This is an optimization exercise on Yosys and OpenROAD, whose aim is small area, a short achievable clock period and few clock cycles per item, not a production implementation. RTL that was checked went through simulation tests only; none was proved equivalent to the original. Only the layout flow was run in runs 1 and 2; the RTL was not checked for function there. Power figures rest on the tool's default switching activity, not on a simulated workload.

File: flow/run.sh
#!/bin/bash
# synth_recipe.tcl (not shown) runs the flow's synth.tcl, then flattens the netlist and writes it again
# the make line also repeats each setting of config.mk as NAME=value (left out here)
make -C /OpenROAD-flow-scripts/flow DESIGN_CONFIG=/design/flow/config.mk WORK_HOME=/design/flow/orfs CLKGATE_MAP_FILE= SYNTH_SCRIPT=/design/flow/synth_recipe.tcl finish
File: flow/config.mk
export PLATFORM = sky130hd
export DESIGN_NAME = band_topk_balanced_selector
export DESIGN_NICKNAME = band_topk_balanced_selector
export VERILOG_FILES = /design/flow/design.v
export SDC_FILE = /design/flow/constraint.sdc
export NUM_CORES = 4
export LEC_CHECK = 0
export CAP_MARGIN = 20
export CORE_MARGIN = 2
export CORE_UTILIZATION = 40
export SETUP_SLACK_MARGIN = 4.5
export SLEW_MARGIN = 20
File: flow/constraint.sdc
create_clock -name core_clock -period 8.0 [get_ports {i_clk}]
set_input_delay 1.6000 -clock core_clock [delete_from_list [all_inputs] [get_ports {i_clk}]]
set_output_delay 1.6000 -clock core_clock [all_outputs]
set_load 0.01 [all_outputs]
File: flow/design.v
package bts_pkg;
    localparam int HEAP_SLOTS = 10;
    localparam int ADDR_W     = (HEAP_SLOTS > 1) ? $clog2(HEAP_SLOTS) : 1;
    localparam int CNT_W      = $clog2(HEAP_SLOTS + 1);
    localparam int SCORE_W   = 16;
    localparam int INDEX_W   = 16;
    localparam int BAND_W    = 15;
    localparam int CFG_IDX_W = 1;
    localparam int ENTRY_W   = SCORE_W + INDEX_W;
    localparam logic [CFG_IDX_W-1:0] CFG_BAND_LOW  = 1'b0;
    localparam logic [CFG_IDX_W-1:0] CFG_BAND_HIGH = 1'b1;
    localparam logic [BAND_W-1:0] BAND_LOW_RST  = 15'd8192;
    localparam logic [BAND_W-1:0] BAND_HIGH_RST = 15'd16384;
    localparam logic [1:0] KIND_CLEAR = 2'd0;
    localparam logic [1:0] KIND_OFFER = 2'd1;
    localparam logic [1:0] KIND_DRAIN = 2'd2;
    typedef logic [1:0] t_sel;
    localparam t_sel SEL_CUR = 2'd0;
    localparam t_sel SEL_L   = 2'd1;
    localparam t_sel SEL_R   = 2'd2;
    typedef struct packed {
        logic [1:0]                kind;
        logic signed [SCORE_W-1:0] score;
        logic [INDEX_W-1:0]        item_index;
    } t_in;
    typedef struct packed {
        logic [INDEX_W-1:0] sel_index;
        logic               sel_label;
        logic               sel_valid;
        logic               last;
    } t_out;
    typedef struct packed {
        logic signed [SCORE_W-1:0] score;
        logic [INDEX_W-1:0]        index;
    } t_entry;
endpackage
module bts_ram #(
    parameter int DEPTH = 16,
    parameter int WIDTH = 32,
    parameter int AW    = (DEPTH > 1) ? $clog2(DEPTH) : 1
) (
    input  logic             i_clk,
    input  logic             i_we,
    input  logic [AW-1:0]    i_waddr,
    input  logic [WIDTH-1:0] i_wdata,
    input  logic [AW-1:0]    i_raddr_a,
    input  logic [AW-1:0]    i_raddr_b,
    output logic [WIDTH-1:0] o_rdata_a,
    output logic [WIDTH-1:0] o_rdata_b
);
    logic [WIDTH-1:0] r_mem [DEPTH];
    always_ff @(posedge i_clk) begin
        if (i_we) begin
            r_mem[i_waddr] <= i_wdata;
        end
    end
    always_ff @(posedge i_clk) begin
        o_rdata_a <= r_mem[i_raddr_a];
        o_rdata_b <= r_mem[i_raddr_b];
    end
endmodule
module bts_cmp (
    input  logic                      i_neg,
    input  logic signed [bts_pkg::SCORE_W-1:0] i_cur,
    input  logic signed [bts_pkg::SCORE_W-1:0] i_l,
    input  logic                      i_l_ok,
    input  logic signed [bts_pkg::SCORE_W-1:0] i_r,
    input  logic                      i_r_ok,
    output logic [1:0]                o_sel
);
    logic signed [bts_pkg::SCORE_W-1:0] w_best;
    always_comb begin
        w_best = i_cur;
        o_sel  = bts_pkg::SEL_CUR;
        if (i_l_ok && (i_neg ? (i_l > w_best) : (i_l < w_best))) begin
            o_sel  = bts_pkg::SEL_L;
            w_best = i_l;
        end
        if (i_r_ok && (i_neg ? (i_r > w_best) : (i_r < w_best))) begin
            o_sel = bts_pkg::SEL_R;
        end
    end
endmodule
module band_topk_balanced_selector (
    input  logic                 i_clk,
    input  logic                 i_rst_n,
    input  logic                 i_in_valid,
    output logic                 o_in_ready,
    input  logic [33:0]          i_in_data,
    output logic                 o_out_valid,
    input  logic                 i_out_ready,
    output logic [18:0]          o_out_data,
    input  logic                 i_cfg_valid,
    output logic                 o_cfg_ready,
    input  logic [bts_pkg::CFG_IDX_W-1:0] i_cfg_index,
    input  logic [bts_pkg::BAND_W-1:0]    i_cfg_data
);
    localparam int NS     = bts_pkg::HEAP_SLOTS;      
    localparam int NP     = 2 * NS;                   
    localparam int SNAP_K = 6;                        
    localparam int LIVE_P = 2 * (NS - 1 - SNAP_K);    
    function automatic logic key_lt(input logic [14:0] a, input logic [14:0] b);
        logic [15:0] l;
        logic [15:0] e;
        l = {1'b0, ~a & b};
        e = {1'b1, ~(a ^ b)};
        for (int w = 1; w < 16; w = w * 2) begin
            for (int k = 0; k < 16; k = k + 2 * w) begin
                l[k] = l[k+w] || (e[k+w] && l[k]);
                e[k] = e[k+w] && e[k];
            end
        end
        key_lt = l[0];
    endfunction
    function automatic logic in_band(input logic [14:0] key, input logic neg,
                                     input logic [14:0] lo, input logic [14:0] hi);
        logic [15:0] mag;
        mag = {1'b0, key} + {15'd0, neg};
        in_band = (mag > {1'b0, lo}) && (mag < {1'b0, hi});
    endfunction
    logic [bts_pkg::BAND_W-1:0] r_band_low, r_band_high;
    logic        r_inv;
    logic [1:0]  r_in_kind;
    logic        r_in_neg;
    logic [14:0] r_in_key;
    logic [15:0] r_in_idx;
    logic        r_in_fresh;      
    logic        r_in_bok;        
    logic        r_skv;
    logic [1:0]  r_sk_kind;
    logic        r_sk_neg;
    logic [14:0] r_sk_key;
    logic [15:0] r_sk_idx;
    logic        r_sk_fresh;
    logic        r_sk_bok;
    logic        r_txv;
    logic        r_tx_ins;        
    logic        r_tx_drain;
    logic        r_tx_clear;
    logic        r_tx_nop;        
    logic        r_tx_neg;
    logic [14:0] r_tx_key;
    logic [15:0] r_tx_idx;
    logic        r_w [2][NS];     
    logic        r_s [2][4];      
    logic [14:0] r_key  [2][NS];
    logic [15:0] r_idx  [2][NS];
    logic        r_used [2][NS];
    logic        r_dbusy;
    logic        r_e [NP];        
    logic [15:0] r_sidx [2][SNAP_K+1];
    logic        r_out_valid;
    logic [18:0] r_out;
    assign o_cfg_ready = 1'b1;
    assign o_in_ready  = !r_skv;
    assign o_out_valid = r_out_valid;
    assign o_out_data  = r_out;
    logic w_out_free;
    assign w_out_free = !r_out_valid || i_out_ready;
    always_ff @(posedge i_clk) begin
        if (!i_rst_n) begin
            r_band_low  <= bts_pkg::BAND_LOW_RST;
            r_band_high <= bts_pkg::BAND_HIGH_RST;
        end else if (i_cfg_valid) begin
            if (i_cfg_index == bts_pkg::CFG_BAND_LOW) begin
                r_band_low <= i_cfg_data;
            end else begin
                r_band_high <= i_cfg_data;
            end
        end
    end
    logic w_e_live;       
    logic w_conflict;     
    logic w_acc, w_exec, w_mv;
    logic w_do_ins, w_do_drain, w_do_clear;
    always_comb begin
        w_e_live   = 1'b0;
        w_conflict = 1'b0;
        for (int j = 0; j < LIVE_P; j++) begin
            w_e_live = w_e_live || r_e[j];
            if ((r_tx_neg == j[0]) && r_w[j % 2][NS - 1 - j / 2] && r_e[j]) w_conflict = 1'b1;
        end
    end
    assign w_acc      = i_in_valid && !r_skv;
    assign w_exec     = r_txv && (!r_dbusy || r_tx_nop || (!r_tx_drain && !w_e_live) ||
                                  (r_tx_ins && !w_conflict));
    assign w_mv       = r_inv && (!r_txv || w_exec);
    assign w_do_ins   = w_exec && r_tx_ins;
    assign w_do_drain = w_exec && r_tx_drain;
    assign w_do_clear = w_exec && r_tx_clear;
    logic w_a_free;
    logic w_in_bok, w_sk_bok;
    logic [14:0] w_key;
    assign w_a_free = !r_inv || w_mv;
    assign w_key    = i_in_data[31] ? ~i_in_data[30:16] : i_in_data[30:16];
    assign w_in_bok = r_in_fresh ? in_band(r_in_key, r_in_neg, r_band_low, r_band_high) : r_in_bok;
    assign w_sk_bok = r_sk_fresh ? in_band(r_sk_key, r_sk_neg, r_band_low, r_band_high) : r_sk_bok;
    always_ff @(posedge i_clk) begin
        if (!i_rst_n) begin
            r_inv <= 1'b0;
            r_skv <= 1'b0;
        end else begin
            r_inv <= !w_a_free || r_skv || w_acc;
            r_skv <= r_skv ? !w_a_free : (w_acc && !w_a_free);
        end
    end
    always_ff @(posedge i_clk) begin
        if (w_a_free) begin
            if (r_skv) begin
                r_in_kind <= r_sk_kind;
                r_in_neg  <= r_sk_neg;
                r_in_key  <= r_sk_key;
                r_in_idx  <= r_sk_idx;
            end else begin
                r_in_kind <= i_in_data[33:32];
                r_in_neg  <= i_in_data[31];
                r_in_key  <= w_key;
                r_in_idx  <= i_in_data[15:0];
            end
        end
        r_in_fresh <= w_a_free && !r_skv;
        r_in_bok   <= (w_a_free && r_skv) ? w_sk_bok : w_in_bok;
        if (!r_skv) begin
            r_sk_kind <= i_in_data[33:32];
            r_sk_neg  <= i_in_data[31];
            r_sk_key  <= w_key;
            r_sk_idx  <= i_in_data[15:0];
        end
        r_sk_fresh <= !r_skv;
        r_sk_bok   <= w_sk_bok;
    end
    logic w_gl   [2][NS];
    logic w_gr   [2][NS];
    logic w_path [2][NS];
    always_comb begin
        for (int h = 0; h < 2; h++) begin
            for (int i = 0; i < NS; i++) begin
                w_gl[h][i]   = 1'b0;
                w_gr[h][i]   = 1'b0;
                w_path[h][i] = 1'b0;
            end
            for (int c = 0; c < NS; c++) begin
                if (2 * c + 2 < NS) begin
                    w_gl[h][c] = r_w[h][2*c+1] && !r_s[h][c];
                    w_gr[h][c] = r_w[h][2*c+1] ? r_s[h][c] : r_w[h][2*c+2];
                end else if (2 * c + 1 < NS) begin
                    w_gl[h][c] = r_w[h][2*c+1];
                end
            end
            w_path[h][0] = w_do_ins && (r_tx_neg == h[0]) && r_w[h][0];
            for (int c = 0; c < NS; c++) begin
                if (2 * c + 1 < NS) w_path[h][2*c+1] = w_path[h][c] && w_gl[h][c];
                if (2 * c + 2 < NS) w_path[h][2*c+2] = w_path[h][c] && w_gr[h][c];
            end
        end
    end
    always_ff @(posedge i_clk) begin
        for (int h = 0; h < 2; h++) begin
            for (int i = 0; i < NS; i++) begin
                if (w_path[h][i]) begin
                    if (w_gl[h][i]) begin
                        r_key[h][i] <= r_key[h][(2*i+1) % NS];
                        r_idx[h][i] <= r_idx[h][(2*i+1) % NS];
                    end else if (w_gr[h][i]) begin
                        r_key[h][i] <= r_key[h][(2*i+2) % NS];
                        r_idx[h][i] <= r_idx[h][(2*i+2) % NS];
                    end else begin
                        r_key[h][i] <= r_tx_key;
                        r_idx[h][i] <= r_tx_idx;
                    end
                end
            end
        end
    end
    always_ff @(posedge i_clk) begin
        for (int h = 0; h < 2; h++) begin
            for (int i = 0; i < NS; i++) begin
                if (!i_rst_n || w_do_clear) begin
                    r_used[h][i] <= 1'b0;
                end else if (w_path[h][i]) begin
                    if (w_gl[h][i]) begin
                        r_used[h][i] <= r_used[h][(2*i+1) % NS];
                    end else if (w_gr[h][i]) begin
                        r_used[h][i] <= r_used[h][(2*i+2) % NS];
                    end else begin
                        r_used[h][i] <= 1'b1;
                    end
                end
            end
        end
    end
    logic w_wk [2][NS];
    logic w_wv;
    logic w_wn [2][NS];
    logic w_sn [2][4];
    logic w_eq [2][4];
    always_comb begin
        w_wv = key_lt(r_tx_key, r_in_key);
        for (int h = 0; h < 2; h++) begin
            for (int j = 0; j < NS; j++) begin
                w_wk[h][j] = !r_used[h][j] || key_lt(r_key[h][j], r_in_key);
            end
            for (int i = 0; i < NS; i++) begin
                if (w_do_clear) begin
                    w_wn[h][i] = 1'b1;
                end else if (w_path[h][i]) begin
                    if (w_gl[h][i]) begin
                        w_wn[h][i] = w_wk[h][(2*i+1) % NS];
                    end else if (w_gr[h][i]) begin
                        w_wn[h][i] = w_wk[h][(2*i+2) % NS];
                    end else begin
                        w_wn[h][i] = w_wv;
                    end
                end else begin
                    w_wn[h][i] = w_wk[h][i];
                end
            end
            for (int c = 0; c < 4; c++) begin
                w_eq[h][c] = (r_tx_key == r_key[h][2*c+1]);
            end
        end
    end
    always_comb begin
        for (int h = 0; h < 2; h++) begin
            for (int c = 0; c < 4; c++) begin
                w_sn[h][c] = r_s[h][c];
            end
            if (w_do_clear) begin
                for (int c = 0; c < 4; c++) w_sn[h][c] = 1'b0;
            end else begin
                if (w_path[h][1]) begin
                    if (w_gl[h][1])      w_sn[h][0] = r_used[h][3] && (!r_used[h][2] || key_lt(r_key[h][2], r_key[h][3]));
                    else if (w_gr[h][1]) w_sn[h][0] = r_used[h][4] && (!r_used[h][2] || key_lt(r_key[h][2], r_key[h][4]));
                    else                 w_sn[h][0] = r_w[h][2];
                end else if (w_path[h][2]) begin
                    if (w_gl[h][2])      w_sn[h][0] = r_used[h][1] && (!r_used[h][5] || key_lt(r_key[h][5], r_key[h][1]));
                    else if (w_gr[h][2]) w_sn[h][0] = r_used[h][1] && (!r_used[h][6] || key_lt(r_key[h][6], r_key[h][1]));
                    else                 w_sn[h][0] = !r_w[h][1] && !w_eq[h][0];
                end
                if (w_path[h][3]) begin
                    if (w_gl[h][3])      w_sn[h][1] = r_used[h][7] && (!r_used[h][4] || key_lt(r_key[h][4], r_key[h][7]));
                    else if (w_gr[h][3]) w_sn[h][1] = r_used[h][8] && (!r_used[h][4] || key_lt(r_key[h][4], r_key[h][8]));
                    else                 w_sn[h][1] = r_w[h][4];
                end else if (w_path[h][4]) begin
                    if (w_gl[h][4])      w_sn[h][1] = r_used[h][3] && (!r_used[h][9] || key_lt(r_key[h][9], r_key[h][3]));
                    else                 w_sn[h][1] = !r_w[h][3] && !w_eq[h][1];
                end
                if (w_path[h][5])      w_sn[h][2] = r_w[h][6];
                else if (w_path[h][6]) w_sn[h][2] = !r_w[h][5] && !w_eq[h][2];
                if (w_path[h][7])      w_sn[h][3] = r_w[h][8];
                else if (w_path[h][8]) w_sn[h][3] = !r_w[h][7] && !w_eq[h][3];
            end
        end
    end
    always_ff @(posedge i_clk) begin
        for (int h = 0; h < 2; h++) begin
            for (int c = 0; c < 4; c++) begin
                if (!i_rst_n) r_s[h][c] <= 1'b0;
                else          r_s[h][c] <= w_sn[h][c];
            end
        end
    end
    always_ff @(posedge i_clk) begin
        if (!i_rst_n) begin
            r_txv <= 1'b0;
        end else begin
            r_txv <= w_mv || (r_txv && !w_exec);
        end
    end
    always_ff @(posedge i_clk) begin
        if (w_mv) begin
            r_tx_ins   <= (r_in_kind == bts_pkg::KIND_OFFER) && w_in_bok;
            r_tx_nop   <= (r_in_kind == 2'd3) || ((r_in_kind == bts_pkg::KIND_OFFER) && !w_in_bok);
            r_tx_drain <= (r_in_kind == bts_pkg::KIND_DRAIN);
            r_tx_clear <= (r_in_kind == bts_pkg::KIND_CLEAR);
            r_tx_neg   <= r_in_neg;
            r_tx_idx   <= r_in_idx;
            r_tx_key   <= r_in_key;
            for (int h = 0; h < 2; h++) begin
                for (int i = 0; i < NS; i++) r_w[h][i] <= w_wn[h][i];
            end
        end
    end
    always_ff @(posedge i_clk) begin
        if (w_do_drain) begin
            for (int h = 0; h < 2; h++) begin
                for (int i = 0; i <= SNAP_K; i++) begin
                    r_sidx[h][i] <= r_idx[h][i];
                end
            end
        end
    end
    logic [3:0]  w_cnt [2];
    logic [3:0]  w_rank [2][NS];
    logic        w_set [NP];        
    logic        w_any [2];
    logic        w_cand [NP];
    logic        w_pick [NP];
    logic        w_found;
    logic        w_side;
    logic [15:0] w_sel_idx;
    logic        w_multi;           
    logic        w_seen;
    logic        w_last;
    logic        w_emit;
    logic        w_active;
    always_comb begin
        for (int h = 0; h < 2; h++) begin
            w_any[h] = 1'b0;
            w_cnt[h] = 4'd0;
            for (int i = NS - 1; i >= 0; i--) begin
                w_rank[h][i] = w_cnt[h];
                w_cnt[h]     = w_cnt[h] + {3'd0, r_used[h][i]};
                w_any[h]     = w_any[h] || r_used[h][i];
            end
        end
        for (int j = 0; j < NP; j++) begin
            w_set[j] = r_used[j % 2][NS - 1 - j / 2] &&
                       (w_rank[j % 2][NS - 1 - j / 2] < w_cnt[1 - j % 2]);
        end
        w_found   = 1'b0;
        w_side    = 1'b0;
        w_sel_idx = '0;
        for (int j = 0; j < NP; j++) begin
            if (j < LIVE_P) begin
                w_cand[j] = r_dbusy ? r_e[j] : (r_used[j % 2][NS - 1 - j / 2] && w_any[0] && w_any[1]);
            end else begin
                w_cand[j] = r_dbusy && r_e[j];
            end
            w_pick[j] = w_cand[j] && !w_found;
            if (w_pick[j]) begin
                w_side = j[0];
                if (j < LIVE_P) w_sel_idx = r_idx[j % 2][NS - 1 - j / 2];
                else            w_sel_idx = r_sidx[j % 2][(NS - 1 - j / 2) % (SNAP_K + 1)];
            end
            w_found = w_found || w_cand[j];
        end
        w_seen  = 1'b0;
        w_multi = 1'b0;
        for (int j = 0; j < NP; j++) begin
            w_multi = w_multi || (w_seen && r_e[j]);
            w_seen  = w_seen || r_e[j];
        end
        w_last = r_dbusy && !w_multi;
        w_active = r_dbusy || w_do_drain;
        w_emit   = w_active && w_out_free &&
                   (w_found || (r_dbusy ? !w_seen : !(w_any[0] && w_any[1])));
    end
    always_ff @(posedge i_clk) begin
        if (!i_rst_n) begin
            r_dbusy     <= 1'b0;
            r_out_valid <= 1'b0;
        end else begin
            if (w_emit) begin
                r_dbusy     <= w_found && !w_last;
                r_out_valid <= 1'b1;
            end else begin
                r_dbusy     <= w_active;
                if (i_out_ready) r_out_valid <= 1'b0;
            end
        end
    end
    always_ff @(posedge i_clk) begin
        if (w_emit) begin
            r_out <= w_found ? {w_sel_idx, w_side, 1'b1, w_last} : {16'd0, 1'b0, 1'b0, 1'b1};
        end
        for (int j = 0; j < NP; j++) begin
            if (w_active) begin
                r_e[j] <= (r_dbusy ? r_e[j] : w_set[j]) && !(w_emit && w_pick[j]);
            end else begin
                r_e[j] <= 1'b0;
            end
        end
    end
endmodule
==> results.yml, run 1 <==
worst_setup_path:
  reg2reg_to: "r_e[14]"
  critPathKind: "reg2reg"
  worst_setup_path_start_kind: "register"
  critical_path_buf_inv_count: 0
  critPathMaxStageDelay_ns: 0.58
  cp.arrival_ns: 5.11
  cp.depth: 18
  critPathMostFrequentCell: "ha_4"
  rr_startpoint: "r_used[17]"
  crit_slowest_cell: "fa_2"
  crit_required_ns: 8.66
  cp_cell_sequence: "fa_1 -> ha_4 -> fa_2 -> ha_4 -> ha_4 -> ha_4 -> ha_4 -> ha_4 -> nand2_2 -> a211o_1 -> a21oi_2 -> nor2_2 -> xor2_4 -> ha_4 -> o21ai_1 -> and4b_1 -> a21oi_1 -> a21oi_1"
  crit_end: "r_e[14]"
  reg2reg_depth: 18
  end_kind: "register"
  r2r_setup_slack_ns: 3.55
  cpLargestDelayFamily: "adder cells"
  critical_path.startpoint: "r_used[17]"
  crit_fanout: 4
clocking:
  worstSkewPairLatency_ns: 0.79
  clock-root-buffer: "clkbuf_16"
  clkTransAtPathRegs_ns: 0.07
  h-tree-depth: 3
  cts_num_sinks: 1074
  cts_buffers: 119
  cts_tree: "yes"
  hold_buffers: 0
  clockBufferDepth: 3
timing:
  fin_worst_skew_ns: 0.0699
  rsz0062_at_grt: "yes"
  fin_crit_sh_pct: 55.6
  tns_ns: 0
  hold_viol_final: 0
  post-route-min-period_ns: 4.45
  drv_slew: 0
  slew-limit-headroom_pct: 16.9
  worst_slack_ns: 3.55
  clock.fmax_ghz: 0.225
  holdWs_ns: 0.402
  worst_slew_pin_slew_ns: 1.25
  setup_viol: 0
yosys:
  netlist_instances: 5119
  synth_seq_area_share_pct: 52.9
  synth.top_cell.area_share_pct: 48.8
  ys_seq_elements: 1074
  ys_warn_count: 21
  synth_fp_nets: 5805
  yosysUniqueCellTypes: 98
  yosys.area.top_type: "edfxtp_1"
  synth_edf_count: 953
  synth_flop_cell: "edfxtp_1"
  ys_top_cells_by_area: "edfxtp_1, ha_1, dfxtp_1"
  synthArstFlopShare_pct: 0
  syn_area_sq_um: 58600
  avgSynthCellArea_sq_um: 11.5
worst_hold_path:
  holdCritPathClass: "reg2reg"
power:
  irDropWorstVdd_mv: 0.180
  power_frac_seq_pct: 48.5
  internal_power_uw: 9650
  netSwitchingPower_uw: 3170
  p_comb_share_pct: 7.9
  leakagePower_uw: 0.0261
  p_clk_share_pct: 43.6
  cellPowerDensity_nw_per_um2: 187
  p_sw_share_pct: 24.7
placed_design:
  port_buffers: 75
  gp_congestion: 0.994
  dp_hpwl_mm: 155
  place_ws_ns: 2.86
global_routing:
  grtUsageTotal_pct: 29.6
  grt_pass1_wl_mm: 322
  antenna_found_initial: 5
  grt_max_degree: 172
  grt_pass1_vias: 44600
  grt_overflow_total: 0
floorplanning:
  die_h_microns: 387
  ios: 77
  die_w_microns: 387
  start_util_pct: 40.3
  core_sq_um: 146000
  floorplan.rows: 140
  fp.dieArea_sq_um: 150000
routing:
  totalWireLength_mm: 229
  via_count: 46200
  dr.pass1.iters: 9
  route.detailed.drc: 0
  postRouteAntennaNets: 0
  avgViaCountPerCell: 6.29
  drt_iter0_drc: 6487
  avgRoutedWirePerCell_microns: 31.1
final_layout:
  syn_to_final_growth_pct: 17.0
  final_nets: 6018
  drive_above_1_share_pct: 13.6
  final_core_util_pct: 47.1
outcome:
  status: "complete, no violations"
flow_run:
  maxCapViolations: 0
==> power by group through the flow <==
stage | sequential [uW] | clock, uW | combinational, uW
after floorplan | 6340 | 0 | 488
after global placement | 6330 | 0 | 850
after detailed placement | 6330 | 0 | 874
after CTS | 6210 | 5630 | 954
after global routing | 6220 | 5840 | 1090
final | 6210 | 5590 | 1010
==> layout by cell type (no fill, tap or decap), drive strengths merged, types with 103 or more instances in the layout <==
master  instances
nor2          287
o22ai         151
xnor2         103
inv           382
a21oi         239
dfxtp         121
clkbuf        162
nand2         412
edfxtp        953
ha            627
buf           233
a22oi         162
nand3         103
o21ai         247
==> sequential cells by signal, summed over array words and instances (netlist names), 16 cells and up <==
signal / flops
r_e: 20
r_idx: 320
r_in_idx: 16
r_key: 300
r_out: 19
r_sidx: 224
r_sk_idx: 16
r_tx_idx: 16
r_used: 20
r_w: 20
==> worst register-to-register path, cell delays in order, from the launching register on <==
cell	delay (ns)
dfxtp_4	0.36
fa_1	0.52
ha_4	0.19
fa_2	0.58
ha_4	0.23
ha_4	0.26
ha_4	0.28
ha_4	0.21
ha_4	0.28
nand2_2	0.05
a211o_1	0.24
a21oi_2	0.15
nor2_2	0.07
xor2_4	0.28
ha_4	0.25
o21ai_1	0.06
and4b_1	0.20
a21oi_1	0.04
a21oi_1	0.12
==> what timing repair did <==
item | CTS | global route
setup buffers | 68 | 31
gates resized for setup | 160 | 67
endpoints found under the setup margin | 661 | 327
cloned | 13 | 3
endpoints found under the hold margin | 0 | 0
pin swaps | 46 | 39
==> stage by stage <==
step                instance area [sq um]  instances  power (uW)
floorplan                           59000       5119        6820
global placement                    62300       7012        7180
detailed placement                  62300       7012        7210
CTS                                 67900       7315       12800
global route                        68600       7350       13100
finish                              68600       7351       12800
==> worst min path at each step <==
stage,start,endpoint,cells past startpoint
floorplan,r_idx[0][0],r_sidx[0][0],0
global placement,r_idx[0][14],r_sidx[0][14],0
detailed placement,r_idx[0][15],r_sidx[0][15],0
CTS,r_idx[15][0],r_sidx[12][0],0
global route,r_idx[12][13],r_sidx[9][13],0
finish,r_idx[12][13],r_sidx[9][13],0
==> layer usage <==
layer  GRT usage, %  routed length, microns  part of all wire, %  up-vias
met5              0                      26                0.011        -
met1           40.3                   92100                   40    22800
met4           14.6                   12900                  5.6        4
met3           5.99                   24900                   11      621
li1               -                       -                    -    19800
met2           44.8                   98800                   43     2985
==> cell type report <==
class	count	area, sq um
inverters	385	1530
fillers	13000	77000
well taps	1917	2400
multi-input cells	3432	26500
diodes	1	2.50
flip-flops and latches	1074	31100
clock buffers	159	3320
clock inverters	63	634
repair buffers	317	3090
repair inverters	3	22.5
==> kinds of logic (layout without fill, tap and decap cells) <==
logic type,after synthesis,count (layout),share of synthesized area [%]
and+or+nand+nor,1212,1217,10.0
AOI/OAI and AO/OA,1326,1326,15.2
xor gates and xnor gates,186,186,2.90
other,1,2,0.00640
muxes,68,68,1.29
adders and majority gates,634,634,13.6
buffers and inverters,618,927,4.04
DFF,1074,1074,52.9
==> Yosys cell counts, types with 29 or more instances <==
cell type / number
a2111oi_0: 29
a211oi_1: 54
a21boi_0: 43
a21o_1: 72
a21oi_1: 238
a22oi_1: 162
a31oi_1: 30
and3_1: 44
clkbuf_1: 193
dfxtp_1: 121
edfxtp_1: 953
ha_1: 627
inv_1: 381
mux2_2: 60
nand2_1: 411
nand2b_1: 38
nand3_1: 103
nand4_1: 58
nor2_1: 279
nor2b_1: 44
nor3_1: 52
nor4_1: 54
o211ai_1: 39
o21a_1: 51
o21ai_0: 243
o22ai_1: 150
xnor2_1: 103
xor2_1: 78
==> run 2, diff against run 1 <==
--- a/flow/config.mk
+++ b/flow/config.mk
@@ -8,5 +8,5 @@
 export CAP_MARGIN = 20
 export CORE_MARGIN = 2
 export CORE_UTILIZATION = 40
-export SETUP_SLACK_MARGIN = 4.5
+export SETUP_SLACK_MARGIN = 5.0
 export SLEW_MARGIN = 20
==> run 2 against run 1 <==
Against the previous run: core utilization rose by 1.5 points; power rose by 0.74%; largest power group unchanged; cell count rose by 1.7%.
==> results.yml, run 2 <==
outcome:
  status: "complete, no violations"
clocking:
  clockBufferDepth: 3
  clkTransAtPathRegs_ns: 0.06
  worstSkewPairLatency_ns: 0.80
  clock-root-buffer: "clkbuf_16"
  cts_num_sinks: 1074
  cts_buffers: 115
  h-tree-depth: 3
  hold_buffers: 0
  cts_tree: "yes"
routing:
  dr.pass1.iters: 9
  avgRoutedWirePerCell_microns: 31.4
  avgViaCountPerCell: 6.27
  route.detailed.drc: 0
  drt_iter0_drc: 6904
  totalWireLength_mm: 235
  postRouteAntennaNets: 0
  via_count: 46900
timing:
  fin_worst_skew_ns: 0.0703
  worst_slew_pin_slew_ns: 1.22
  hold_viol_final: 0
  clock.fmax_ghz: 0.223
  rsz0062_at_grt: "yes"
  fin_crit_sh_pct: 56.1
  tns_ns: 0
  slew-limit-headroom_pct: 17.6
  post-route-min-period_ns: 4.49
  drv_slew: 0
  setup_viol: 0
  worst_slack_ns: 3.51
global_routing:
  grtUsageTotal_pct: 30.2
  grt_use_met1_pct: 41.1
  grt_overflow_total: 0
  grt_pass1_vias: 44700
  met2_usage_pct: 46.1
  antenna_found_initial: 6
  grt_max_degree: 75
  grt_pass1_wl_mm: 328
  busiest_layer: "met2"
  gr-usage-met3_pct: 6.30
worst_setup_path:
  crit_required_ns: 8.66
  critPathKind: "reg2reg"
  cp.arrival_ns: 5.15
  critPathMostFrequentCell: "ha_4"
  worst_setup_path_start_kind: "register"
  critPathMaxStageDelay_ns: 0.58
  end_kind: "register"
  crit_slowest_cell: "fa_1"
  crit_fanout: 5
  cp_cell_sequence: "fa_1 -> ha_2 -> fa_2 -> ha_4 -> ha_4 -> ha_4 -> ha_4 -> ha_4 -> nand2_2 -> a211o_1 -> a21oi_2 -> nor2_4 -> xor2_4 -> buf_12 -> buf_4 -> nand3_4 -> a221oi_2 -> a211oi_1"
final_layout:
  final_common_cell: "edfxtp_1"
  max_flop_register: "r_idx"
  most-common-layout-cells: "edfxtp_1, ha_1, nand2_1, inv_1, nor2_1"
  drive_above_1_share_pct: 17.4
  final_nets: 6139
  fillers: 12900
  multiInputGateArea_sq_um: 27200
  final_area_sq_um: 70900
  seq_area_sq_um: 31100
  top_regs: "r_idx x320, r_key x300, r_sidx x224"
  syn_to_final_growth_pct: 20.9
  largest_reg_flops: 320
floorplanning:
  floorplan.rows: 140
  core_sq_um: 146000
  ios: 77
  start_util_pct: 40.3
  die_w_microns: 387
  die_h_microns: 387
  fp.dieArea_sq_um: 150000
yosys:
  synth_seq_area_share_pct: 52.9
  yosys-top-cells-count: "edfxtp_1, ha_1, nand2_1"
  yosys.area.top_type: "edfxtp_1"
  ys_top_cells_by_area: "edfxtp_1, ha_1, dfxtp_1"
  syn_area_sq_um: 58600
  ys_warn_count: 21
  synth_edf_count: 953
  synth_flop_cell: "edfxtp_1"
  netlist_instances: 5119
  ys_seq_elements: 1074
  synthArstFlopShare_pct: 0
  synth.most_common_cell: "edfxtp_1"
  synth.top_cell.area_share_pct: 48.8
  synth_fp_nets: 5805
  yosysUniqueCellTypes: 98
  avgSynthCellArea_sq_um: 11.5
power:
  leakagePower_uw: 0.0270
  p_sw_share_pct: 24.5
  internal_power_uw: 9740
  p_clk_share_pct: 43.4
  irDropWorstVdd_mv: 0.197
  power_frac_seq_pct: 48.1
  p_comb_share_pct: 8.5
  cellPowerDensity_nw_per_um2: 182
  netSwitchingPower_uw: 3160
worst_hold_path:
  holdCritPathClass: "reg2reg"
placed_design:
  dp_hpwl_mm: 156
  dpl-instance-area_sq_um: 62500
  gp_congestion: 1.00
  place_ws_ns: 2.93
  port_buffers: 75
flow_run:
  maxCapViolations: 0
run 2: cell counts after synthesis:
No cell type changed its count.
run 2: final timing paths:
kind | from | endpoint | slack, ns | depth (start not counted)
hold / removal | r_idx[0][10] | r_sidx[0][10] | 0.42 | 0
hold reg to reg | r_idx[0][10] | r_sidx[0][10] | 0.42 | 0
setup reg to reg | r_used[19] | r_e[2] | 3.51 | 18
setup / recovery | r_used[19] | r_e[2] | 3.51 | 18
run 2: cell families after synthesis:
| logic type | after synthesis | share of synthesized area [%] |
|---|---|---|
| AND/OR/NAND/NOR | 1212 | 10.0 |
| adder cells (fa/ha/maj) | 634 | 13.6 |
| multiplexers | 68 | 1.29 |
| flip-flops | 1074 | 52.9 |
| buffers and inverters | 618 | 4.04 |
| AO/OA/AOI/OAI | 1326 | 15.2 |
| XOR/XNOR | 186 | 2.90 |
| other | 1 | 0.00640 |
run 2: power by group through the flow:
stage / sequential, uW / combinational (uW) / clock (uW)
after global routing: 6210 / 1180 / 5860
after global placement: 6330 / 854 / 0
final: 6210 / 1100 / 5600
after detailed placement: 6330 / 876 / 0
after CTS: 6210 / 1000 / 5640
after floorplan: 6340 / 489 / 0
run 2: metal layers:
| metal | share of wire, % | routed length, microns |
|---|---|---|
| met5 | 0.011 | 27 |
| met4 | 5.7 | 13500 |
| met2 | 43 | 101000 |
| met1 | 40 | 93300 |
| met3 | 11 | 26800 |
run 2: stage by stage:
stage                     power (uW)  hold WS (ns)  util [%]  std cells
after detailed placement        7210         0.405      42.9       7020
after CTS                      12900         0.418      47.6       7398
final                          12900         0.415      48.7       7474
after global routing           13200         0.425      48.7       7471
after global placement          7180         0.400      42.9       7020
after floorplan                 6830         0.400         -       5119
run 2: worst max-delay path: cells and delay by family, from the launching register on:
family	cells	cell delay [ns]
AO/OA/AOI/OAI	4	0.73
AND/OR/NAND/NOR	3	0.19
adder cells (fa/ha/maj)	8	2.51
XOR/XNOR	1	0.25
buffers and inverters	2	0.29
flip-flops	1	0.37
run 2: timing repair:
item,4_1_cts,5_1_grt
setup buffers,144,64
setup endpoints to repair,992,303
hold endpoints to repair,0,0
pin swaps,89,88
gates cloned,16,9
gates resized for setup,396,169
run 2: final cells by class:
type | instances | share of cell area (%)
Clock buffer | 149 | 4.38
Timing Repair Buffer | 445 | 6.54
Timing Repair inverter | 3 | 0.0389
Antenna cell | 3 | 0.0106
Inverter | 385 | 2.18
Sequential cell | 1074 | 43.9
Tap cell | 1917 | 3.39
Clock inverter | 69 | 1.16
Multi-Input combinational cell | 3429 | 38.4
==> run 3, diff against run 2 <==
--- a/flow/design.v
+++ b/flow/design.v
@@ -99,26 +99,31 @@
     localparam int NP     = 2 * NS;                   
     localparam int SNAP_K = 6;                        
     localparam int LIVE_P = 2 * (NS - 1 - SNAP_K);    
-    function automatic logic key_lt(input logic [14:0] a, input logic [14:0] b);
+    function automatic logic key_lt(input logic [15:0] a, input logic [15:0] b);
         logic [15:0] l;
-        logic [15:0] e;
-        l = {1'b0, ~a & b};
-        e = {1'b1, ~(a ^ b)};
+        logic [15:0] g;
+        l = ~a & b;
+        g = a & ~b;
         for (int w = 1; w < 16; w = w * 2) begin
             for (int k = 0; k < 16; k = k + 2 * w) begin
-                l[k] = l[k+w] || (e[k+w] && l[k]);
-                e[k] = e[k+w] && e[k];
+                l[k] = l[k+w] || (!g[k+w] && l[k]);
+                g[k] = g[k+w] || (!l[k+w] && g[k]);
             end
         end
         key_lt = l[0];
     endfunction
     function automatic logic in_band(input logic [14:0] key, input logic neg,
-                                     input logic [14:0] lo, input logic [14:0] hi);
-        logic [15:0] mag;
-        mag = {1'b0, key} + {15'd0, neg};
-        in_band = (mag > {1'b0, lo}) && (mag < {1'b0, hi});
+                                     input logic [14:0] lo, input logic [14:0] hi,
+                                     input logic [14:0] hm1, input logic hnz);
+        logic above_lo;
+        logic below_hi;
+        above_lo = key_lt({lo, 1'b0}, {key, neg});
+        below_hi = neg ? (hnz && key_lt(key, hm1)) : key_lt(key, hi);
+        in_band  = above_lo && below_hi;
     endfunction
     logic [bts_pkg::BAND_W-1:0] r_band_low, r_band_high;
+    logic [bts_pkg::BAND_W-1:0] r_band_hm1;      
+    logic                       r_band_hnz;      
     logic        r_inv;
     logic [1:0]  r_in_kind;
     logic        r_in_neg;
@@ -147,7 +152,10 @@
     logic [15:0] r_idx  [2][NS];
     logic        r_used [2][NS];
     logic        r_dbusy;
-    logic        r_e [NP];        
+    logic        r_m [NP];        
+    logic [3:0]  r_rem [2];       
+    logic        r_remnz [2];
+    logic        r_rem1 [2];
     logic [15:0] r_sidx [2][SNAP_K+1];
     logic        r_out_valid;
     logic [18:0] r_out;
@@ -169,6 +177,10 @@
             end
         end
     end
+    always_ff @(posedge i_clk) begin
+        r_band_hm1 <= r_band_high - 15'd1;
+        r_band_hnz <= (r_band_high != 15'd0);
+    end
     logic w_e_live;       
     logic w_conflict;     
     logic w_acc, w_exec, w_mv;
@@ -177,8 +189,8 @@
         w_e_live   = 1'b0;
         w_conflict = 1'b0;
         for (int j = 0; j < LIVE_P; j++) begin
-            w_e_live = w_e_live || r_e[j];
-            if ((r_tx_neg == j[0]) && r_w[j % 2][NS - 1 - j / 2] && r_e[j]) w_conflict = 1'b1;
+            w_e_live = w_e_live || (r_m[j] && r_remnz[j % 2]);
+            if ((r_tx_neg == j[0]) && r_w[j % 2][NS - 1 - j / 2] && r_m[j] && r_remnz[j % 2]) w_conflict = 1'b1;
         end
     end
     assign w_acc      = i_in_valid && !r_skv;
@@ -193,8 +205,8 @@
     logic [14:0] w_key;
     assign w_a_free = !r_inv || w_mv;
     assign w_key    = i_in_data[31] ? ~i_in_data[30:16] : i_in_data[30:16];
-    assign w_in_bok = r_in_fresh ? in_band(r_in_key, r_in_neg, r_band_low, r_band_high) : r_in_bok;
-    assign w_sk_bok = r_sk_fresh ? in_band(r_sk_key, r_sk_neg, r_band_low, r_band_high) : r_sk_bok;
+    assign w_in_bok = r_in_fresh ? in_band(r_in_key, r_in_neg, r_band_low, r_band_high, r_band_hm1, r_band_hnz) : r_in_bok;
+    assign w_sk_bok = r_sk_fresh ? in_band(r_sk_key, r_sk_neg, r_band_low, r_band_high, r_band_hm1, r_band_hnz) : r_sk_bok;
     always_ff @(posedge i_clk) begin
         if (!i_rst_n) begin
             r_inv <= 1'b0;
@@ -381,6 +393,16 @@
             end
         end
     end
+    logic [3:0] r_cnt [2];
+    always_ff @(posedge i_clk) begin
+        for (int h = 0; h < 2; h++) begin
+            if (!i_rst_n || w_do_clear) begin
+                r_cnt[h] <= 4'd0;
+            end else if (w_path[h][0] && !r_used[h][0]) begin
+                r_cnt[h] <= r_cnt[h] + 4'd1;
+            end
+        end
+    end
     always_ff @(posedge i_clk) begin
         if (w_do_drain) begin
             for (int h = 0; h < 2; h++) begin
@@ -390,44 +412,40 @@
             end
         end
     end
-    logic [3:0]  w_cnt [2];
-    logic [3:0]  w_rank [2][NS];
-    logic        w_set [NP];        
-    logic        w_any [2];
+    logic [3:0]  w_n;
+    logic        w_nz;
+    logic        w_remnz [2];
+    logic        w_rem1 [2];
+    logic [3:0]  w_cur_rem [2];
     logic        w_cand [NP];
     logic        w_pick [NP];
+    logic        w_after [NP];
     logic        w_found;
     logic        w_side;
     logic [15:0] w_sel_idx;
-    logic        w_multi;           
-    logic        w_seen;
     logic        w_last;
     logic        w_emit;
     logic        w_active;
+    logic        w_take;
     always_comb begin
+        w_n  = (r_cnt[0] < r_cnt[1]) ? r_cnt[0] : r_cnt[1];
+        w_nz = (r_cnt[0] != 4'd0) && (r_cnt[1] != 4'd0);
         for (int h = 0; h < 2; h++) begin
-            w_any[h] = 1'b0;
-            w_cnt[h] = 4'd0;
-            for (int i = NS - 1; i >= 0; i--) begin
-                w_rank[h][i] = w_cnt[h];
-                w_cnt[h]     = w_cnt[h] + {3'd0, r_used[h][i]};
-                w_any[h]     = w_any[h] || r_used[h][i];
-            end
-        end
-        for (int j = 0; j < NP; j++) begin
-            w_set[j] = r_used[j % 2][NS - 1 - j / 2] &&
-                       (w_rank[j % 2][NS - 1 - j / 2] < w_cnt[1 - j % 2]);
+            w_cur_rem[h] = r_dbusy ? r_rem[h] : w_n;
+            w_remnz[h]   = r_dbusy ? r_remnz[h] : w_nz;
+            w_rem1[h]    = r_dbusy && r_rem1[h];
         end
         w_found   = 1'b0;
         w_side    = 1'b0;
         w_sel_idx = '0;
         for (int j = 0; j < NP; j++) begin
             if (j < LIVE_P) begin
-                w_cand[j] = r_dbusy ? r_e[j] : (r_used[j % 2][NS - 1 - j / 2] && w_any[0] && w_any[1]);
+                w_cand[j] = (r_dbusy ? r_m[j] : r_used[j % 2][NS - 1 - j / 2]) && w_remnz[j % 2];
             end else begin
-                w_cand[j] = r_dbusy && r_e[j];
+                w_cand[j] = r_dbusy && r_m[j] && w_remnz[j % 2];
             end
-            w_pick[j] = w_cand[j] && !w_found;
+            w_after[j] = w_found;
+            w_pick[j]  = w_cand[j] && !w_found;
             if (w_pick[j]) begin
                 w_side = j[0];
                 if (j < LIVE_P) w_sel_idx = r_idx[j % 2][NS - 1 - j / 2];
@@ -435,16 +453,10 @@
             end
             w_found = w_found || w_cand[j];
         end
-        w_seen  = 1'b0;
-        w_multi = 1'b0;
-        for (int j = 0; j < NP; j++) begin
-            w_multi = w_multi || (w_seen && r_e[j]);
-            w_seen  = w_seen || r_e[j];
-        end
-        w_last = r_dbusy && !w_multi;
+        w_last   = w_side ? (w_rem1[1] && !w_remnz[0]) : (w_rem1[0] && !w_remnz[1]);
         w_active = r_dbusy || w_do_drain;
-        w_emit   = w_active && w_out_free &&
-                   (w_found || (r_dbusy ? !w_seen : !(w_any[0] && w_any[1])));
+        w_emit   = w_active && w_out_free && (w_found || (!w_remnz[0] && !w_remnz[1]));
+        w_take   = w_emit && w_found;
     end
     always_ff @(posedge i_clk) begin
         if (!i_rst_n) begin
@@ -465,10 +477,25 @@
             r_out <= w_found ? {w_sel_idx, w_side, 1'b1, w_last} : {16'd0, 1'b0, 1'b0, 1'b1};
         end
         for (int j = 0; j < NP; j++) begin
-            if (w_active) begin
-                r_e[j] <= (r_dbusy ? r_e[j] : w_set[j]) && !(w_emit && w_pick[j]);
-            end else begin
-                r_e[j] <= 1'b0;
+            if (!w_active) begin
+                r_m[j] <= 1'b0;
+            end else if (w_take) begin
+                r_m[j] <= w_after[j] && (r_dbusy ? r_m[j] : r_used[j % 2][NS - 1 - j / 2]);
+            end else if (!r_dbusy) begin
+                r_m[j] <= r_used[j % 2][NS - 1 - j / 2];
+            end
+        end
+        if (w_active) begin
+            for (int h = 0; h < 2; h++) begin
+                if (w_take && (w_side == h[0])) begin
+                    r_rem[h]   <= w_cur_rem[h] - 4'd1;
+                    r_remnz[h] <= (w_cur_rem[h] != 4'd1);
+                    r_rem1[h]  <= (w_cur_rem[h] == 4'd2);
+                end else begin
+                    r_rem[h]   <= w_cur_rem[h];
+                    r_remnz[h] <= w_remnz[h];
+                    r_rem1[h]  <= (w_cur_rem[h] == 4'd1);
+                end
             end
         end
     end
--- a/flow/config.mk
+++ b/flow/config.mk
@@ -7,6 +7,6 @@
 export LEC_CHECK = 0
 export CAP_MARGIN = 20
 export CORE_MARGIN = 2
-export CORE_UTILIZATION = 40
+export CORE_UTILIZATION = 60
 export SETUP_SLACK_MARGIN = 5.0
 export SLEW_MARGIN = 20
==> run 3 against run 2 <==
Against the previous run: via count is 3.1% lower; clock-buffer cell count is 8 higher; core utilization grew 26 points; routed wire length down 13%.
==> results.yml, run 3 <==
timing:
  worst_slew_pin_slew_ns: 1.22
  slew-limit-headroom_pct: 18.2
  worst_slack_ns: 4.32
  fin_crit_sh_pct: 46.0
  drv_slew: 0
  fin_worst_skew_ns: 0.0430
  clock.fmax_ghz: 0.272
  post-route-min-period_ns: 3.68
  tns_ns: 0
  hold_viol_final: 0
  setup_viol: 0
  rsz0062_at_grt: "yes"
placed_design:
  dpl-instance-area_sq_um: 56400
  port_buffers: 75
  dp_hpwl_mm: 133
  gp_congestion: 0.973
  place_ws_ns: 2.38
global_routing:
  grt_overflow_total: 0
  grt_pass1_wl_mm: 284
  grtUsageTotal_pct: 42.2
  antenna_found_initial: 5
  grt_max_degree: 77
  grt_pass1_vias: 42100
final_layout:
  final_nets: 5265
  most-common-layout-cells: "edfxtp_1, nand2_1, nor2_1, buf_4, a21oi_1"
  max_flop_register: "r_idx"
  final_area_sq_um: 66400
  final_core_util_pct: 74.8
  top_regs: "r_idx x320, r_key x300, r_sidx x224"
  final_common_cell: "edfxtp_1"
  syn_to_final_growth_pct: 23.1
  largest_reg_flops: 320
  drive_above_1_share_pct: 22.4
  fillers: 5814
routing:
  drt_iter0_drc: 8098
  avgRoutedWirePerCell_microns: 31.6
  via_count: 45400
  dr.pass1.iters: 7
  route.detailed.drc: 0
  avgViaCountPerCell: 7.03
  postRouteAntennaNets: 0
  totalWireLength_mm: 204
power:
  leakagePower_uw: 0.0229
  p_clk_share_pct: 42.4
  p_comb_share_pct: 8.3
  irDropWorstVdd_mv: 0.248
  power_frac_seq_pct: 49.3
  cellPowerDensity_nw_per_um2: 197
  p_sw_share_pct: 24.0
  netSwitchingPower_uw: 3130
  finalPower_uw: 13100
  internal_power_uw: 9940
yosys:
  ys_warn_count: 25
  synth.top_cell.area_share_pct: 53.7
  yosys.area.top_type: "edfxtp_1"
  synth_flop_cell: "edfxtp_1"
  yosys-top-cells-count: "edfxtp_1, nand2_1, nor2_1"
  netlist_instances: 4845
  synth_fp_nets: 4915
  synth_edf_count: 965
  ys_seq_elements: 1110
  synth_seq_area_share_pct: 59.1
  synthArstFlopShare_pct: 0
  yosysUniqueCellTypes: 83
  synth.most_common_cell: "edfxtp_1"
  ys_top_cells_by_area: "edfxtp_1, dfxtp_1, maj3_1"
  avgSynthCellArea_sq_um: 11.1
  syn_area_sq_um: 54000
worst_setup_path:
  end_kind: "register"
  crit_required_ns: 8.59
  r2r_setup_slack_ns: 4.32
  crit_fanout: 3
  critPathKind: "reg2reg"
  cp.arrival_ns: 4.27
  worst_setup_path_start_kind: "register"
clocking:
  cts_num_sinks: 1110
  clkTransAtPathRegs_ns: 0.06
  cts_tree: "yes"
  worstSkewPairLatency_ns: 0.75
  hold_buffers: 0
  clockBufferDepth: 3
  h-tree-depth: 3
  cts_buffers: 111
  clock-root-buffer: "clkbuf_16"
floorplanning:
  die_w_microns: 304
  die_h_microns: 304
  ios: 77
  start_util_pct: 60.8
  core_sq_um: 88800
  floorplan.rows: 109
  fp.dieArea_sq_um: 92400
worst_hold_path:
  holdCritPathClass: "reg2reg"
flow_run:
  maxCapViolations: 0
outcome:
  status: "complete, no violations"
==> run 3: changes by cell type after synthesis, moves of 57 or more <==
cell / change
ha_1: -612
maj3_1: +243
nor2_1: +160
inv_1: -157
nand2_1: +125
a21o_1: -63
clkbuf_1: +57
==> run 3: path summary, 6_finish.rpt <==
kind                     from    endpoint  cells after the start
setup / recovery  r_in_key[1]     r_w[19]                     17
hold / removal          r_skv  r_sk_fresh                      1
setup reg to reg  r_in_key[1]     r_w[19]                     17
hold reg to reg         r_skv  r_sk_fresh                      1
==> run 3: timing repair <==
action                                  CTS  global route
resized for setup                       514           269
pin swaps                               229           159
endpoints found under the setup margin  884           627
gates cloned                             22            15
setup buffers                           186           116
hold endpoints to repair                  0             0
==> run 3: layout make-up <==
cell class | instances | area (sq um) | area share [%]
Timing Repair Buffer | 517 | 5550 | 8.35
Sequential cell | 1110 | 31900 | 48.0
Multi-Input combinational cell | 3215 | 22600 | 34.0
Antenna cell | 2 | 5.00 | 0.00753
Inverter | 231 | 962 | 1.45
Tap cell | 1165 | 1460 | 2.19
Clock inverter | 54 | 706 | 1.06
Clock buffer | 157 | 3160 | 4.76
Timing Repair inverter | 9 | 80.1 | 0.121
==> run 3: critical path: stages (launching register included) <==
cell	delay (ns)
edfxtp_1	0.38
buf_12	0.13
clkinvlp_4	0.10
buf_6	0.13
buf_6	0.11
buf_6	0.10
buf_6	0.10
maj3_2	0.32
maj3_2	0.32
maj3_2	0.32
a221oi_2	0.32
o41a_1	0.27
a2111oi_4	0.05
a311oi_2	0.19
buf_4	0.19
o21ai_2	0.05
o2111a_1	0.32
a21oi_2	0.11
==> run 3: power by group through the flow <==
stage | Clock (uW) | Combinational [uW] | Sequential [uW]
2_1_floorplan | 0 | 532 | 6520
3_3_place_gp | 0 | 823 | 6560
3_5_place_dp | 0 | 835 | 6570
4_1_cts | 5520 | 980 | 6440
5_1_grt | 5750 | 1130 | 6450
6_report | 5550 | 1080 | 6450
==> run 3: layer usage <==
layer	vias up	GRT usage, %	share of wire, %
li1	19000	-	-
met2	3880	62.1	43
met4	10	15.2	4.8
met1	21900	56.7	36
met3	670	16.6	16
met5	-	1.09	0.13
==> run 3: metrics by stage <==
stage / hold slack (ns) / instances
6_report: 0.409 / 6460
5_1_grt: 0.421 / 6458
4_1_cts: 0.414 / 6326
3_5_place_dp: 0.397 / 5907
3_3_place_gp: 0.400 / 5906
2_1_floorplan: 0.400 / 4845
==> run 3: logic make-up after synthesis <==
| logic type | after synthesis | share of synthesized area (%) |
|---|---|---|
| buffers and inverters | 529 | 3.71 |
| flip-flops | 1110 | 59.1 |
| XOR/XNOR | 159 | 2.58 |
| adder cells (fa/ha/maj) | 273 | 5.16 |
| multiplexers | 87 | 1.80 |
| AND/OR/NAND/NOR | 1404 | 11.6 |
| AO/OA/AOI/OAI | 1282 | 16.1 |
| other | 1 | 0.00695 |
Testbench counts of run 3, summed over its fixed seeds: cycles 7,246, items 4,800.
==> run 4, diff against run 3 <==
--- a/flow/config.mk
+++ b/flow/config.mk
@@ -7,6 +7,6 @@
 export LEC_CHECK = 0
 export CAP_MARGIN = 20
 export CORE_MARGIN = 2
-export CORE_UTILIZATION = 60
-export SETUP_SLACK_MARGIN = 5.0
+export CORE_UTILIZATION = 40
+export SETUP_SLACK_MARGIN = 4.0
 export SLEW_MARGIN = 20
==> run 4 against run 3 <==
Against the previous run: sequential share of layout area up 3.9 points; clock-buffer cell count is 3 lower; power decreased by 1.3%; cell count is 5.0% higher; hold slack gained 0.0082 ns; non-clock buffer count down 277; design area down 7.6%; via count decreased by 5.0%; critical path type unchanged.
==> results.yml, run 4 <==
outcome:
  status: "complete, no violations"
clocking:
  cts_tree: "yes"
  clkTransAtPathRegs_ns: 0.06
  cts_num_sinks: 1110
  worstSkewPairLatency_ns: 0.77
  clock-root-buffer: "clkbuf_16"
  clockBufferDepth: 3
  h-tree-depth: 3
  cts_buffers: 114
yosys:
  yosys.area.top_type: "edfxtp_1"
  synthArstFlopShare_pct: 0
  avgSynthCellArea_sq_um: 11.1
  synth_edf_count: 965
  synth_seq_area_share_pct: 59.1
  synth.top_cell.area_share_pct: 53.7
  yosysUniqueCellTypes: 83
  yosys-top-cells-count: "edfxtp_1, nand2_1, nor2_1"
  netlist_instances: 4845
  synth.most_common_cell: "edfxtp_1"
  ys_top_cells_by_area: "edfxtp_1, dfxtp_1, maj3_1"
  synth_flop_cell: "edfxtp_1"
  ys_warn_count: 25
  syn_area_sq_um: 54000
  synth_fp_nets: 4915
  ys_seq_elements: 1110
timing:
  fin_worst_skew_ns: 0.0521
  clock.fmax_ghz: 0.246
  rsz0062_at_grt: "yes"
  slew-limit-headroom_pct: 16.3
  setup_viol: 0
  drv_slew: 0
  worst_slew_pin_slew_ns: 1.25
  worst_slack_ns: 3.93
  tns_ns: 0
  holdWs_ns: 0.417
  post-route-min-period_ns: 4.07
  hold_viol_final: 0
  fin_crit_sh_pct: 50.8
global_routing:
  grt_pass1_wl_mm: 293
  grt_pass1_vias: 39900
  grt_max_degree: 92
  grt_overflow_total: 0
  antenna_found_initial: 8
  grtUsageTotal_pct: 29.5
routing:
  drt_iter0_drc: 6703
  avgRoutedWirePerCell_microns: 30.7
  totalWireLength_mm: 208
  avgViaCountPerCell: 6.36
  dr.pass1.iters: 7
  postRouteAntennaNets: 0
  route.detailed.drc: 0
  via_count: 43100
worst_setup_path:
  worst_setup_path_start_kind: "register"
  rr_startpoint: "r_in_key[11]"
  cp.arrival_ns: 4.54
  reg2reg_depth: 9
  end_kind: "register"
  crit_fanout: 28
  critical_path.startpoint: "r_in_key[11]"
  crit_required_ns: 8.48
  critPathKind: "reg2reg"
placed_design:
  gp_congestion: 0.985
  port_buffers: 75
  dp_hpwl_mm: 142
  dp_cells: 6518
  place_ws_ns: 2.34
flow_run:
  maxCapViolations: 0
floorplanning:
  core_sq_um: 134000
  floorplan.rows: 134
  die_w_microns: 371
  fp.dieArea_sq_um: 138000
  start_util_pct: 40.4
  ios: 77
  die_h_microns: 371
final_layout:
  drive_above_1_share_pct: 10.3
  final_common_cell: "edfxtp_1"
  instances_no_fill: 6780
  final_nets: 4982
  most-common-layout-cells: "edfxtp_1, nand2_1, nor2_1, maj3_1, a21oi_1"
  syn_to_final_growth_pct: 13.8
  largest_reg_flops: 320
  max_flop_register: "r_idx"
  top_regs: "r_idx x320, r_key x300, r_sidx x224"
power:
  finalPower_uw: 12900
  leakagePower_uw: 0.0205
  irDropWorstVdd_mv: 0.216
  cellPowerDensity_nw_per_um2: 210
worst_hold_path:
  hold_start: "r_idx[0][15]"
  holdCritPathClass: "reg2reg"
  hold-path-cell-count: 0
-- run 4: cell counts after synthesis --
No cell type changed its count.
-- run 4: cell type report --
type	instances	area [sq um]
sequential	1110	31900
multi-input combinational	3210	20500
tap	1768	2210
clock buffer	154	3140
fill	12100	72200
timing repair buffer	240	2050
timing repair inverter	5	30.0
inverter	231	910
clock inverter	59	696
antenna	3	7.51
-- run 4: cell families (layout without fill, tap and decap cells) --
| kind of cell | after synthesis | count (layout) | synth area share (%) |
|---|---|---|---|
| compound gates | 1282 | 1282 | 16.1 |
| xor+xnor | 159 | 159 | 2.58 |
| fa+ha+maj | 273 | 273 | 5.16 |
| buf+inv | 529 | 689 | 3.71 |
| flops | 1110 | 1110 | 59.1 |
| mux | 87 | 87 | 1.80 |
| other cells | 1 | 4 | 0.00695 |
| simple gates | 1404 | 1408 | 11.6 |
-- run 4: worst max-delay path, cell delays in order, from the launching register on --
cell	delay [ns]
edfxtp_1	0.32
buf_4	0.47
clkinvlp_4	0.56
maj3_1	0.49
a221oi_1	0.26
o21ai_0	0.23
a22o_1	0.27
a41oi_1	0.49
nand2_1	0.14
a41oi_1	0.52
-- run 4: path summary, 6_finish.rpt --
path	to	slack, ns
min reg2reg	r_sidx[0][15]	0.42
max reg2reg	r_w[0]	3.93
max	r_w[0]	3.93
min	r_sidx[0][15]	0.42
-- run 4: stage by stage --
stage,instance area [sq um],util [%]
floorplan,54100,-
global placement,57000,42.6
finish,61400,45.9
detailed placement,57000,42.6
CTS,61100,45.7
global route,61400,45.9
-- run 4: repair_timing --
| item | 4_1_cts | 5_1_grt |
|---|---|---|
| buffers inserted | 16 | 20 |
| hold buffers | 0 | 0 |
| pin swaps | 10 | 5 |
| endpoints found under the setup margin | 549 | 86 |
| resized for setup | 29 | 19 |
| gates cloned | 8 | 1 |
-- run 4: power by group --
group	leakage [uW]	total, uW	switching [uW]	internal [uW]
combinational	0.00878	941	640	301
clock	0.00185	5510	2370	3140
sequential	0.00992	6450	109	6350
total	0.0205	12900	3120	9790
-- run 4: layer usage --
metal / up-vias / track usage, % / part of all wire [%]
li1: 18400 / - / -
met1: 21200 / 41.3 / 40
met2: 3046 / 41.8 / 41
met3: 530 / 9.45 / 14
met4: 6 / 12.2 / 4.4
met5: - / 0 / 0.095
==> run 5, diff against run 4 <==
--- a/flow/config.mk
+++ b/flow/config.mk
@@ -8,5 +8,5 @@
 export CAP_MARGIN = 20
 export CORE_MARGIN = 2
 export CORE_UTILIZATION = 40
-export SETUP_SLACK_MARGIN = 4.0
+export SETUP_SLACK_MARGIN = 4.5
 export SLEW_MARGIN = 20
==> run 5 against run 4 <==
Against the previous run: non-clock buffer count up 131; largest cell class unchanged; critical path depth up 3; clock power up 2%.
==> results.yml, run 5 <==
power:
  irDropWorstVdd_mv: 0.183
  p_comb_share_pct: 7.8
  p_sw_share_pct: 24.7
  leakagePower_uw: 0.0216
  power_frac_seq_pct: 49.2
  netSwitchingPower_uw: 3240
  internal_power_uw: 9880
  cellPowerDensity_nw_per_um2: 206
  p_clk_share_pct: 43.0
final_layout:
  seq_area_sq_um: 31900
  max_flop_register: "r_idx"
  drive_above_1_share_pct: 15.9
  final_nets: 5116
  final_common_cell: "edfxtp_1"
  multiInputGateArea_sq_um: 21100
  syn_to_final_growth_pct: 18.1
  fillers: 12000
  top_regs: "r_idx x320, r_key x300, r_sidx x224"
  largest_reg_flops: 320
  most-common-layout-cells: "edfxtp_1, nand2_1, nor2_1, buf_4, a21oi_1"
worst_setup_path:
  critPathKind: "reg2reg"
  cp.arrival_ns: 4.27
  end_kind: "register"
  reg2reg_to: "r_s[0]"
  crit_required_ns: 8.69
  rr_startpoint: "r_key[2][0]"
  worst_setup_path_start_kind: "register"
  r2r_setup_slack_ns: 4.41
  reg2reg_depth: 12
  crit_fanout: 3
clocking:
  cts_buffers: 118
  worstSkewPairLatency_ns: 0.78
  clock-root-buffer: "clkbuf_16"
  clkTransAtPathRegs_ns: 0.06
  hold_buffers: 0
  cts_num_sinks: 1110
  cts_tree: "yes"
  clockBufferDepth: 3
  h-tree-depth: 3
yosys:
  synthArstFlopShare_pct: 0
  ys_seq_elements: 1110
  synth_flop_cell: "edfxtp_1"
  yosys.area.top_type: "edfxtp_1"
  synth_fp_nets: 4915
  avgSynthCellArea_sq_um: 11.1
  synth_seq_area_share_pct: 59.1
  syn_area_sq_um: 54000
  yosys-top-cells-count: "edfxtp_1, nand2_1, nor2_1"
  synth_edf_count: 965
  synth.most_common_cell: "edfxtp_1"
  yosysUniqueCellTypes: 83
  ys_top_cells_by_area: "edfxtp_1, dfxtp_1, maj3_1"
  netlist_instances: 4845
  synth.top_cell.area_share_pct: 53.7
  ys_warn_count: 25
floorplanning:
  fp.dieArea_sq_um: 138000
  floorplan.rows: 134
  ios: 77
  die_w_microns: 371
  start_util_pct: 40.4
  die_h_microns: 371
  core_sq_um: 134000
timing:
  rsz0062_at_grt: "yes"
  worst_slew_pin_slew_ns: 1.17
  hold_viol_final: 0
  clock.fmax_ghz: 0.279
  fin_crit_sh_pct: 44.9
  tns_ns: 0
  setup_viol: 0
  worst_slack_ns: 4.41
  drv_slew: 0
  fin_worst_skew_ns: 0.0573
  slew-limit-headroom_pct: 21.7
  post-route-min-period_ns: 3.59
global_routing:
  grt_pass1_wl_mm: 296
  grt_overflow_total: 0
  antenna_found_initial: 5
  grt_pass1_vias: 40900
  grt_max_degree: 114
  grtUsageTotal_pct: 29.7
flow_run:
  maxCapViolations: 0
placed_design:
  gp_congestion: 0.967
  place_ws_ns: 2.32
  port_buffers: 75
  dp_hpwl_mm: 142
worst_hold_path:
  hold-path-cell-count: 1
  holdCritPathClass: "reg2reg"
  whs_endpoint: "r_sk_fresh"
  hold_start: "r_skv"
routing:
  route.detailed.drc: 0
  totalWireLength_mm: 211
  via_count: 44000
  avgRoutedWirePerCell_microns: 30.5
  postRouteAntennaNets: 0
  avgViaCountPerCell: 6.35
  dr.pass1.iters: 10
  drt_iter0_drc: 7273
outcome:
  status: "complete, no violations"
run 5: changes by cell type in the layout (fill, tap and decap cells not counted), sizes merged:
cell      before  now
and3          26   27
clkbuf       154  146
clkinvlp      17   25
bufbuf         0    3
buf          165  289
inv          218  215
nor2         443  442
bufinv        12   13
clkinv        48   65
run 5: timing repair:
item | CTS | global route
setup buffers | 96 | 60
endpoints found under the setup margin | 744 | 442
pin swaps | 69 | 61
gates cloned | 12 | 4
gates resized for setup | 190 | 130
hold endpoints to repair | 0 | 0
run 5: kinds of logic after synthesis:
group	synth area share (%)
DFF	59.1
adders and majority gates	5.16
muxes	1.80
and+or+nand+nor	11.6
buffers and inverters	3.71
AOI/OAI and AO/OA	16.1
xor gates and xnor gates	2.58
other	0.00695
run 5: worst max-delay path by stage:
stage / cells past startpoint / from / endpoint
floorplan: 14 / r_remnz[0] / r_w[17]
global placement: 13 / r_remnz[0] / r_w[17]
detailed placement: 13 / r_remnz[0] / r_w[17]
CTS: 14 / r_in_key[0] / r_w[11]
global route: 15 / r_cnt[0][1] / r_rem[0][3]
finish: 12 / r_key[2][0] / r_s[0]
run 5: metal layers:
| metal | wire (microns) | track usage [%] | share of wire [%] |
|---|---|---|---|
| met1 | 83900 | 41.7 | 40 |
| met2 | 89000 | 43.2 | 42 |
| met3 | 29800 | 8.74 | 14 |
| met4 | 8360 | 11.3 | 4.0 |
| met5 | 13 | 0 | 0.0062 |
run 5: final cells by class:
| type | instances | area share (%) |
|---|---|---|
| inverter | 231 | 1.49 |
| multi-input combinational | 3210 | 33.1 |
| clock buffer | 142 | 4.82 |
| timing repair inverter | 4 | 0.0432 |
| clock inverter | 83 | 1.36 |
| tap | 1768 | 3.47 |
| sequential | 1110 | 50.1 |
| timing repair buffer | 371 | 5.62 |
| antenna | 3 | 0.0118 |
run 5: power groups by stage:
stage,Sequential (uW),Combinational (uW),Clock (uW)
finish,6450,1030,5640
global route,6460,1080,5880
CTS,6440,963,5680
detailed placement,6570,884,0
global placement,6570,873,0
floorplan,6530,527,0
run 5: critical path, cell delays in order (launching register included):
cell and delay (ns):
edfxtp_1 0.41, buf_4 0.17, nand2b_1 0.14, maj3_1 0.36
maj3_1 0.36, maj3_1 0.37, maj3_1 0.38, a211oi_1 0.25
a211oi_1 0.09, a221oi_1 0.29, o221ai_1 0.20, a311oi_1 0.35
a211o_1 0.15
run 5: through the flow:
stage | cell area, sq um | utilization, % | hold WS (ns) | instances | total power [uW]
finish | 63700 | 47.7 | 0.413 | 6922 | 13100
global route | 63700 | 47.7 | 0.422 | 6919 | 13400
CTS | 62600 | 46.9 | 0.414 | 6855 | 13100
detailed placement | 57000 | 42.7 | 0.384 | 6522 | 7460
global placement | 57000 | 42.7 | 0.388 | 6522 | 7450
floorplan | 54100 | - | 0.400 | 4845 | 7050

-- re-timing with driven ports --
The flow's constraints put no driver on any port. The routed layouts listed below were extracted and timed again, unchanged, in two steps. Step 1 assumes that a clkbuf_16 drives the clock port and a buf_2 every other input. Step 2 moves the port delays by t, midway between the first and last clock arrival at a register: inputs arrive t later, outputs are due t later. That takes back most of the time a late clock gives input paths. a / b / c = no drivers / after step 1 / after step 2; a / b = the first two.
run | shift t [ns] | setup slack, ns | worst hold slack (ns) | worst setup path after step 2 | worst slew at a driven data input, ns
run 1 | 0.844 | 3.552 / 3.552 / 3.552 | 0.402 / 0.402 / 0.402 | register to register | 0.06
run 2 | 0.842 | 3.512 / 3.512 / 3.512 | 0.415 / 0.415 / 0.415 | register to register | 0.06
run 3 | 0.798 | 4.320 / 4.320 / 4.237 | 0.409 / 0.409 / 0.409 | input to register | 0.06
run 4 | 0.819 | 3.934 / 3.934 / 3.740 | 0.417 / 0.417 / 0.417 | input to register | 0.07
run 5 | 0.831 | 4.411 / 4.411 / 3.845 | 0.413 / 0.413 / 0.413 | input to register | 0.07
After both steps every run listed still meets setup and hold. The setup slack of run 5, which loses most, moves by 0.000 ns with the drivers and by -0.566 ns with both steps.
